Background: an optimization exercise with open tools, aiming at small area, a short achievable clock period and few clock cycles per item. Do not read the settings as production practice. The RTL was checked by simulation tests, not by an equivalence proof against the original design. Power and IR drop assume default switching activity.

// rgb565_hsl_color_classifier
module rgb565_hsl_color_classifier (
  input  logic        clk,
  input  logic        rst_n,
  input  logic        start,
  output logic        busy,
  input  logic [15:0] in_pixel,
  output logic        out_valid,
  output logic [7:0]  out_hue,
  output logic [7:0]  out_lightness,
  output logic [7:0]  out_saturation,
  output logic        out_match,
  input  logic        cfg_we,
  input  logic [2:0]  cfg_index,
  input  logic [15:0] cfg_data
);
export LEC_CHECK = 0
export ABC_AREA = 1
export CAP_MARGIN = 20
export CORE_MARGIN = 2
export CORE_UTILIZATION = 70
export CTS_CLUSTER_DIAMETER = 100
export CTS_CLUSTER_SIZE = 34
export PLACE_DENSITY = 0.8
export SETUP_SLACK_MARGIN = 3.8
export SLEW_MARGIN = 20
create_clock -name core_clock -period 6.0 [get_ports {clk}]
standard.sh (not shown) runs the stock make flow with config.mk's settings and CLKGATE_MAP_FILE= SYNTH_SCRIPT=/design/flow/synth_recipe.tcl, a recipe that flattens the netlist after the stock synthesis.
==> flow/flow/run.sh <==
#!/bin/bash
set -euo pipefail
bash standard.sh "BUFFER_PORTS_ARGS=-buffer_cell sky130_fd_sc_hd__buf_2" finish > flow_make.log 2>&1
The baseline went through all stages and came out clean.
Testbench counts at the start, summed over its fixed seeds: cycles 24,088, pixels 24,000.
Next try:
--- a/flow/config.mk
+++ b/flow/config.mk
@@ -10,6 +10,6 @@
 export CORE_MARGIN = 2
-export CORE_UTILIZATION = 70
-export CTS_CLUSTER_DIAMETER = 100
-export CTS_CLUSTER_SIZE = 34
-export PLACE_DENSITY = 0.8
+export CORE_UTILIZATION = 40
+export CTS_CLUSTER_DIAMETER = 80
+export CTS_CLUSTER_SIZE = 28
+export PLACE_DENSITY = 0.6
 export SETUP_SLACK_MARGIN = 3.8
Effect: First-iteration DRC count is lower by 26%; count of clock-buffer cells in the layout is higher by 7; critical path depth is lower by 7; via count is lower by 1.0%; sequential power is about the same; global-route usage is lower by 11 points; worst setup slack got worse by 0.0034 ns; clock power is higher by 27%; wire length is higher by 1.1%; final cell count is higher by 9.8%; total power is higher by 2.7%.
Next try:
--- a/flow/config.mk
+++ b/flow/config.mk
@@ -10,6 +10,6 @@
 export CORE_MARGIN = 2
-export CORE_UTILIZATION = 40
+export CORE_UTILIZATION = 78
 export CTS_CLUSTER_DIAMETER = 80
 export CTS_CLUSTER_SIZE = 28
-export PLACE_DENSITY = 0.6
+export PLACE_DENSITY = 0.88
 export SETUP_SLACK_MARGIN = 3.8
The changed run passed the timing, DRC and antenna checks. Core utilization climbs by 40 points. Routed wire length climbs by 2.4%. Global-route usage climbs by 14 points. Clock-buffer cell count drops by 4. Die area drops by about 50%. Worst setup slack improved by 0.048 ns. Cell area drops by 2.5%. Final cell count drops by about 10%. Hold slack improved by 0.0077 ns. Via count climbs by 3.6%.
Next try:
--- a/flow/config.mk
+++ b/flow/config.mk
@@ -7,9 +7,9 @@
 export LEC_CHECK = 0
-export ABC_AREA = 1
+export ABC_AREA = 0
 export CAP_MARGIN = 20
 export CORE_MARGIN = 2
-export CORE_UTILIZATION = 78
+export CORE_UTILIZATION = 70
 export CTS_CLUSTER_DIAMETER = 80
 export CTS_CLUSTER_SIZE = 28
-export PLACE_DENSITY = 0.88
+export PLACE_DENSITY = 0.8
 export SETUP_SLACK_MARGIN = 3.8
Outcome: Critical path depth increases by 8; clock-buffer cell count increases by 1; cell area increases by roughly a tenth; setup slack loses 0.38 ns; clock skew increases by 0.015 ns; cell count decreases by roughly a tenth; routed wire length increases by roughly a tenth.


Setup of lane 1:
rgb565_hsl_color_classifier again, from the RTL that the note above started with.
export LEC_CHECK = 0
export ABC_AREA = 1
export CAP_MARGIN = 20
export CORE_MARGIN = 2
export CORE_UTILIZATION = 40
export CTS_CLUSTER_DIAMETER = 80
export CTS_CLUSTER_SIZE = 28
export PLACE_DENSITY = 0.6
export SETUP_SLACK_MARGIN = 3.6
export SLEW_MARGIN = 20
create_clock -name core_clock -period 6.0 [get_ports {clk}]
Scripts as last shown in full above: flow/flow/run.sh
Lane 1 finished every step from synthesis to the final layout, and the layout passed the timing, DRC and antenna checks.
Testbench counts of lane 1, summed over its fixed seeds: cycles 24,088, pixels 24,000.
For lane 2, these inputs were changed with respect to lane 1:
Settings: a change of PLACE_DENSITY from 0.6 to 0.8; a change of SETUP_SLACK_MARGIN from 3.6 to 3.9; a change of CORE_UTILIZATION from 40 to 70.
--- outcome ---
Summary — wire length on met2, lane 2 relative to lane 1: higher, by 660 um.
Looking at row count across lane 2 and lane 1, the one that comes out lower is lane 2.
Going from lane 1 to lane 2, chip width decreased 54 um, full die area decreased about 40%.
Any difference in clock edge transition at the registers on the reported setup and hold paths between lane 2 and lane 1 is small enough to ignore.
Min time the final worst path needs with I/O delays and setup across lane 2 and lane 1: lane 2
Lane 2 vs lane 1: first-pass GRT wire length down
Maximum vdd ir drop, lane 2 and lane 1: smaller value in lane 1
The non-clock buffer instance count of the final layout in lane 2 is 1.14 times that in lane 1.
Going from lane 1 to lane 2, the upper clock frequency limit was found to have gone up by about 3.5%.


Another version of the RTL of rgb565_hsl_color_classifier (not shown whole).
Size: about 1900 cells after synthesis, roughly 480 flip-flops, ~66 I/O pins, about 19000 sq um of cells after synthesis.
// rgb565_hsl_color_classifier
module rgb565_hsl_color_classifier (
  input  logic        clk,
  input  logic        rst_n,
  input  logic        start,
  output logic        busy,
  input  logic [15:0] in_pixel,
  output logic        out_valid,
  output logic [7:0]  out_hue,
  output logic [7:0]  out_lightness,
  output logic [7:0]  out_saturation,
  output logic        out_match,
  input  logic        cfg_we,
  input  logic [2:0]  cfg_index,
  input  logic [15:0] cfg_data
);
make LEC_CHECK=0 CAP_MARGIN=20 CORE_MARGIN=2 CORE_UTILIZATION=40 CTS_BUF_LIST='sky130_fd_sc_hd__clkbuf_4 sky130_fd_sc_hd__clkbuf_8' CTS_CLUSTER_SIZE=30 PLACE_DENSITY=0.6 SETUP_SLACK_MARGIN=3.5 SLEW_MARGIN=20 finish   # period 6.0 ns
run.sh (not shown) runs the stock make flow with config.mk's settings and CLKGATE_MAP_FILE= SYNTH_SCRIPT=/design/flow/synth_recipe.tcl, a recipe that flattens the netlist after the stock synthesis.
Stock flow here: none of the scripts above is used.
Testbench counts at the start, summed over its fixed seeds: cycles 24,096, pixels 24,000.
Change:
CTS_BUF_LIST = not set   (was sky130_fd_sc_hd__clkbuf_4 sky130_fd_sc_hd__clkbuf_8)
CTS_CLUSTER_SIZE = not set   (was 30)
=>
- area after synthesis does not change
- total power is about the same
- non-clock buffer count is unchanged
- routed wire length goes down by 0.81%
- register-to-register slack gets worse by 0.14 ns
- hold slack is better by 0.0075 ns
- maximum frequency is lower by 0.74%

-- static timing again, ports no longer ideal --
The results above use ideal ports. As a check the final layouts listed here were re-extracted and re-timed, cells and wires unchanged. Step 1: set_driving_cell puts a clkbuf_16 on clk and a buf_2 on each other input, an assumption about the parent block. Step 2 adds t to the input delays and takes it off the output delays; t is the mean of the earliest and latest rising clock arrival at the registers after step 1. Input paths then give back, and output paths get back, about the clock's delay inside the block. Three values: ideal, step 1, step 2; two values: the first two.
run | shift t [ns] | setup WS [ns] | worst setup path at the end | latest minus earliest clock arrival (ns) | worst slew at a driven data input, ns
the first run of note 1 | 0.570 | 3.773 / 3.767 / 3.227 | input to register | 0.021 / 0.021 | 0.04
the second run of note 1 | 0.605 | 3.769 / 3.717 / 3.401 | input to register | 0.053 / 0.053 | 0.04
the third run of note 1 | 0.567 | 3.818 / 3.768 / 3.322 | input to register | 0.017 / 0.017 | 0.03
the fourth run of note 1 | 0.588 | 3.440 / 3.440 / 3.233 | input to register | 0.028 / 0.028 | 0.04
lane 1 | 0.604 | 3.740 / 3.687 / 3.343 | input to register | 0.054 / 0.054 | 0.04
lane 2 | 0.571 | 3.816 / 3.766 / 3.435 | input to register | 0.016 / 0.016 | 0.04
the first run of note 3 | 0.685 | 3.516 / 3.515 / 2.867 | input to register | 0.027 / 0.026 | 0.04
the second run of note 3 | 0.633 | 3.497 / 3.497 / 2.944 | input to register | 0.017 / 0.017 | 0.07
After both steps every run listed still meets setup and hold. For the first run of note 3, which loses most, drivers alone change the setup slack by -0.001 ns; drivers and shift together by -0.649 ns.
